From an optimization exercise on the open Yosys and OpenROAD flow, aimed at small area, a short achievable clock period and few clock cycles; shortcuts taken in it are not production practice.
The RTL was checked by simulation tests, not by an equivalence proof against the original design.
Power figures rest on the tool's default switching activity, not on a simulated workload.

## lane 1
## edit_distance_engine_unit
module edit_distance_engine_unit (
  input  logic              clk,
  input  logic              rst,
  input  logic              in_valid,
  output logic              in_ready,
  input  logic [FUNC_W-1:0] in_func,
  input  logic [CHAR_W-1:0] in_char_code,
  output logic              out_valid,
  input  logic              out_ready,
  output logic [OUT_W-1:0]  out_distance,
  output logic [OUT_W-1:0]  out_ref_length,
  output logic [OUT_W-1:0]  out_typed_length,
  output logic              out_error
);
  localparam int N = MAX_LEN;
  localparam int R_W = 2 * LEN_W + 1;
  logic             rdy;
  logic             acc;
  logic [LEN_W-1:0] ref_count;
  logic [LEN_W-1:0] typed_count;
  logic             error_flag;
  logic             ref_ok, typ_ok, fin_in;
  assign in_ready = rdy;
  assign acc      = in_valid && rdy;
  assign ref_ok   = acc && (in_func == FN_REF) && (typed_count == '0) && (ref_count != MAX_CNT);
  assign typ_ok   = acc && (in_func == FN_TYPED) && (typed_count != MAX_CNT);
  assign fin_in   = acc && (in_func == FN_FINISH);
  always_ff @(posedge clk) begin
    if (rst) begin
      ref_count   <= '0;
      typed_count <= '0;
      error_flag  <= 1'b0;
    end else if (fin_in) begin
      ref_count   <= '0;
  ...
Size in the first run: ~3000 cells after synthesis, about 820 flip-flops, about 37000 um^2 of cells after synthesis.
==> flow/config.mk <==
export PLATFORM = sky130hd
export DESIGN_NAME = edit_distance_engine_unit
export DESIGN_NICKNAME = edit_distance_engine_unit
export VERILOG_FILES = /design/flow/design.v
export SDC_FILE = /design/flow/constraint.sdc
export NUM_CORES = 4
export LEC_CHECK = 0
export ABC_CLOCK_PERIOD_IN_PS = 2500
export CAP_MARGIN = 20
export CORE_MARGIN = 2
export CORE_UTILIZATION = 40
export CTS_BUF_LIST = sky130_fd_sc_hd__clkbuf_4
export CTS_CLUSTER_SIZE = 30
export SETUP_SLACK_MARGIN = 3.3
export SLEW_MARGIN = 20
==> flow/constraint.sdc <==
create_clock -name core_clock -period 6.0 [get_ports {clk}]
set_input_delay 1.2000 -clock core_clock [delete_from_list [all_inputs] [get_ports {clk}]]
set_output_delay 1.2000 -clock core_clock [all_outputs]
set_load 0.01 [all_outputs]
run.sh (not shown) runs the stock make flow with config.mk's settings and CLKGATE_MAP_FILE= SYNTH_SCRIPT=/design/flow/synth_recipe.tcl, a recipe that flattens the netlist after the stock synthesis.
Testbench counts of lane 1, summed over its fixed seeds: cycles 28,351.
--- input diff lane 1..lane 5 ---
# lane 1
export LEC_CHECK = 0
export ABC_CLOCK_PERIOD_IN_PS = 2500
export CAP_MARGIN = 20
export CORE_MARGIN = 2
export CORE_UTILIZATION = 40
export CTS_BUF_LIST = sky130_fd_sc_hd__clkbuf_4
export CTS_CLUSTER_SIZE = 30
export SETUP_SLACK_MARGIN = 3.3
export SLEW_MARGIN = 20
create_clock -name core_clock -period 6.0 [get_ports {clk}]
# lane 5
export LEC_CHECK = 0
export CAP_MARGIN = 20
export CORE_MARGIN = 2
export CORE_UTILIZATION = 40
export CTS_BUF_LIST = sky130_fd_sc_hd__clkbuf_4
export CTS_CLUSTER_SIZE = 30
export SLEW_MARGIN = 20
create_clock -name core_clock -period 6.0 [get_ports {clk}]
Notes after the runs:
Lane 5 ended with every stage complete and zero timing, DRC or antenna violations. Lane 5 vs lane 1, total clock buffers created by CTS went down by 4. Higher fmax among lane 1 and lane 5: lane 1. Against lane 1, lane 5 comes in 2300 um lower on post-detailed-routing wire length. Startpoint of the worst setup timing path = pv[1]$_SDFFE_PP0P_: lane 5; startpoint of the worst setup timing path = pv[36]$_SDFFE_PP0P_: lane 1. Delta (lane 5 minus lane 1): pin count of the biggest net entering global routing +38, synthesis-to-finish area growth moved down, minimum period implied by the final worst setup slack now larger, final hold slack now sits lower. Comparing all-layer global routing usage for lane 1 and lane 5, the bigger number came from lane 1. Compared with lane 1, lane 5 is the less power-hungry design. Across both runs, non-clock buffer count was lower for lane 5 than for lane 1. Cell count: lane 5 lower than lane 1.


edit_distance_engine_unit, a different RTL version from the one above (not shown whole).
Size: roughly 38 I/O pins.
clock: 6.0 ns
lec_check: 0
abc_clock_period_in_ps: 2000
cap_margin: 20
core_margin: 2
core_utilization: 40
cts_buf_list: sky130_fd_sc_hd__clkbuf_16
cts_cluster_diameter: 100
cts_cluster_size: 24
setup_slack_margin: 3.8
slew_margin: 20
Testbench counts at the start, summed over its fixed seeds: cycles 28,719.
Change:
--- a/flow/config.mk
+++ b/flow/config.mk
@@ -7,9 +7,9 @@
 export LEC_CHECK = 0
-export ABC_CLOCK_PERIOD_IN_PS = 2000
+export ABC_AREA = 1
 export CAP_MARGIN = 20
 export CORE_MARGIN = 2
-export CORE_UTILIZATION = 40
+export CORE_UTILIZATION = 65
 export CTS_BUF_LIST = sky130_fd_sc_hd__clkbuf_16
-export CTS_CLUSTER_DIAMETER = 100
-export CTS_CLUSTER_SIZE = 24
+export CTS_CLUSTER_DIAMETER = 120
+export CTS_CLUSTER_SIZE = 30
 export SETUP_SLACK_MARGIN = 3.8
After rerunning: The new run completed without violations. Synthesized cell count rose by 22%. Design area goes up by about 0.37%. Die area fell by 36%. Power drops by about 4%.
Change:
--- a/flow/config.mk
+++ b/flow/config.mk
@@ -7,3 +7,3 @@
 export LEC_CHECK = 0
-export ABC_AREA = 1
+export ABC_CLOCK_PERIOD_IN_PS = 1800
 export CAP_MARGIN = 20
@@ -14,3 +14,3 @@
 export CTS_CLUSTER_SIZE = 30
-export SETUP_SLACK_MARGIN = 3.8
+export SETUP_SLACK_MARGIN = 4.0
 export SLEW_MARGIN = 20
What happened: Via count came out lower by 8.2%; synthesized cell count goes down by 18%; register-to-register slack gains 100 ps; count of clock-buffer cells in the layout is unchanged; total power stays flat; final cell count is lower by about 15%; cell area decreases by about 0.7%.
Change:
--- a/flow/config.mk
+++ b/flow/config.mk
@@ -7,6 +7,6 @@
 export LEC_CHECK = 0
-export ABC_CLOCK_PERIOD_IN_PS = 1800
+export ABC_CLOCK_PERIOD_IN_PS = 2000
 export CAP_MARGIN = 20
 export CORE_MARGIN = 2
-export CORE_UTILIZATION = 65
+export CORE_UTILIZATION = 40
 export CTS_BUF_LIST = sky130_fd_sc_hd__clkbuf_16
@@ -14,3 +14,3 @@
 export CTS_CLUSTER_SIZE = 30
-export SETUP_SLACK_MARGIN = 4.0
+export SETUP_SLACK_MARGIN = 3.8
 export SLEW_MARGIN = 20
Outcome: Clock skew increases by 14 ps; sequential share of layout area rose by 0.17 points; register-to-register slack degrades by 110 ps; hold slack is about the same; via count decreases by 2.7%; non-clock buffer count decreases by 30; die area rose by about 60%; global-route usage goes down by 9.6 points; power shrinks by about 0.34%.
Change:
--- a/flow/config.mk
+++ b/flow/config.mk
@@ -7,6 +7,6 @@
 export LEC_CHECK = 0
-export ABC_CLOCK_PERIOD_IN_PS = 2000
+export ABC_CLOCK_PERIOD_IN_PS = 2200
 export CAP_MARGIN = 20
 export CORE_MARGIN = 2
-export CORE_UTILIZATION = 40
+export CORE_UTILIZATION = 65
 export CTS_BUF_LIST = sky130_fd_sc_hd__clkbuf_16
@@ -14,3 +14,3 @@
 export CTS_CLUSTER_SIZE = 30
-export SETUP_SLACK_MARGIN = 3.8
+export SETUP_SLACK_MARGIN = 3.6
 export SLEW_MARGIN = 20
Via count increases slightly.
Sequential power stays flat.
Global-route usage increases by 9.1 points.
Maximum frequency decreases by a few percent.
Cell area decreases by a few percent.
Setup slack got worse by 130 ps.
Hold slack got worse by 5.0 ps.
Die area decreases by well over a third.
Core utilization increases by 26 points.
Change:
--- a/flow/config.mk
+++ b/flow/config.mk
@@ -7,3 +7,3 @@
 export LEC_CHECK = 0
-export ABC_CLOCK_PERIOD_IN_PS = 2200
+export ABC_CLOCK_PERIOD_IN_PS = 2000
 export CAP_MARGIN = 20
@@ -14,3 +14,3 @@
 export CTS_CLUSTER_SIZE = 30
-export SETUP_SLACK_MARGIN = 3.6
+export SETUP_SLACK_MARGIN = 3.8
 export SLEW_MARGIN = 20
The new run completed without violations.
Clock power is about the same.
Critical path depth is lower by 2.
Design area came out higher slightly.


## willow
edit_distance_engine_unit, a different RTL version from the one above (not shown whole).
Size in the first run: about 2,900 cells after synthesis, roughly 870 flip-flops, roughly 38 I/O pins, about 0.036 mm2 of cells after synthesis.
clock: 6.0 ns
lec_check: 0
abc_clock_period_in_ps: 2000
cap_margin: 20
core_margin: 2
core_utilization: 65
cts_buf_list: sky130_fd_sc_hd__clkbuf_16
cts_cluster_diameter: 120
cts_cluster_size: 30
setup_slack_margin: 3.7
slew_margin: 20
Testbench counts of willow, summed over its fixed seeds: cycles 28,719.
For raven, these inputs were changed with respect to willow:
# willow
export LEC_CHECK = 0
export ABC_CLOCK_PERIOD_IN_PS = 2000
export CAP_MARGIN = 20
export CORE_MARGIN = 2
export CORE_UTILIZATION = 65
export CTS_BUF_LIST = sky130_fd_sc_hd__clkbuf_16
export CTS_CLUSTER_DIAMETER = 120
export CTS_CLUSTER_SIZE = 30
export SETUP_SLACK_MARGIN = 3.7
export SLEW_MARGIN = 20
create_clock -name core_clock -period 6.0 [get_ports {clk}]
# raven
export LEC_CHECK = 0
export ABC_CLOCK_PERIOD_IN_PS = 2000
export CAP_MARGIN = 20
export CORE_MARGIN = 2
export CORE_UTILIZATION = 65
export CTS_BUF_LIST = sky130_fd_sc_hd__clkbuf_16
export CTS_CLUSTER_DIAMETER = 120
export CTS_CLUSTER_SIZE = 30
export SETUP_SLACK_MARGIN = 3.8
export SLEW_MARGIN = 20
create_clock -name core_clock -period 6.0 [get_ports {clk}]
Findings:
- raven ended with every stage complete and zero timing, DRC or antenna violations.
- dfxtp_2 as the critical-path cell with the highest stage delay was reported by raven, and dfxtp_4 by willow.
- From willow to raven the numbers moved as follows: number of buffers other than clock buffers in the final layout rose by about 1%; total track usage fell by 0.20 points; critical path's largest stage delay stayed essentially flat.

==> static timing again, ports no longer ideal <==
How much do the figures lean on ideal ports? The routed layouts below were timed once more, with nothing changed but the port constraints.
Step 1 sets driving cells, clkbuf_16 on the clock port and buf_2 on the other inputs (assumed; they add their load-dependent delay and slew).
Step 2 times the ports against the registers' clock, not the clock port: input delays grow and output delays shrink by t, the midpoint of the rising clock arrivals with the driver on.
Three values: no drivers, after step 1, after step 2; two values: the first two.
run | t, ns | setup WS [ns] | hold slack, ns
lane 1 | 1.121 | 2.981 / 2.981 / 2.257 | 0.326 / 0.326 / 0.326
lane 5 | 1.125 | 2.607 / 2.607 / 2.464 | 0.312 / 0.312 / 0.312
the first run of note 2 | 0.674 | 3.682 / 3.617 / 3.219 | 0.334 / 0.334 / 0.334
the second run of note 2 | 0.649 | 3.744 / 3.680 / 3.224 | 0.337 / 0.337 / 0.337
the third run of note 2 | 0.649 | 3.756 / 3.695 / 3.328 | 0.337 / 0.337 / 0.337
the fourth run of note 2 | 0.642 | 3.695 / 3.627 / 3.231 | 0.338 / 0.338 / 0.338
the fifth run of note 2 | 0.633 | 3.567 / 3.578 / 2.966 | 0.333 / 0.333 / 0.333
the sixth run of note 2 | 0.643 | 3.734 / 3.674 / 3.213 | 0.330 / 0.330 / 0.330
willow | 0.632 | 3.744 / 3.687 / 3.362 | 0.335 / 0.335 / 0.335
raven | 0.633 | 3.758 / 3.697 / 3.320 | 0.337 / 0.337 / 0.337
After both steps setup and hold are still met in every run listed. For lane 1, which loses most, drivers alone change the setup slack by 0.000 ns; drivers and shift together by -0.724 ns.
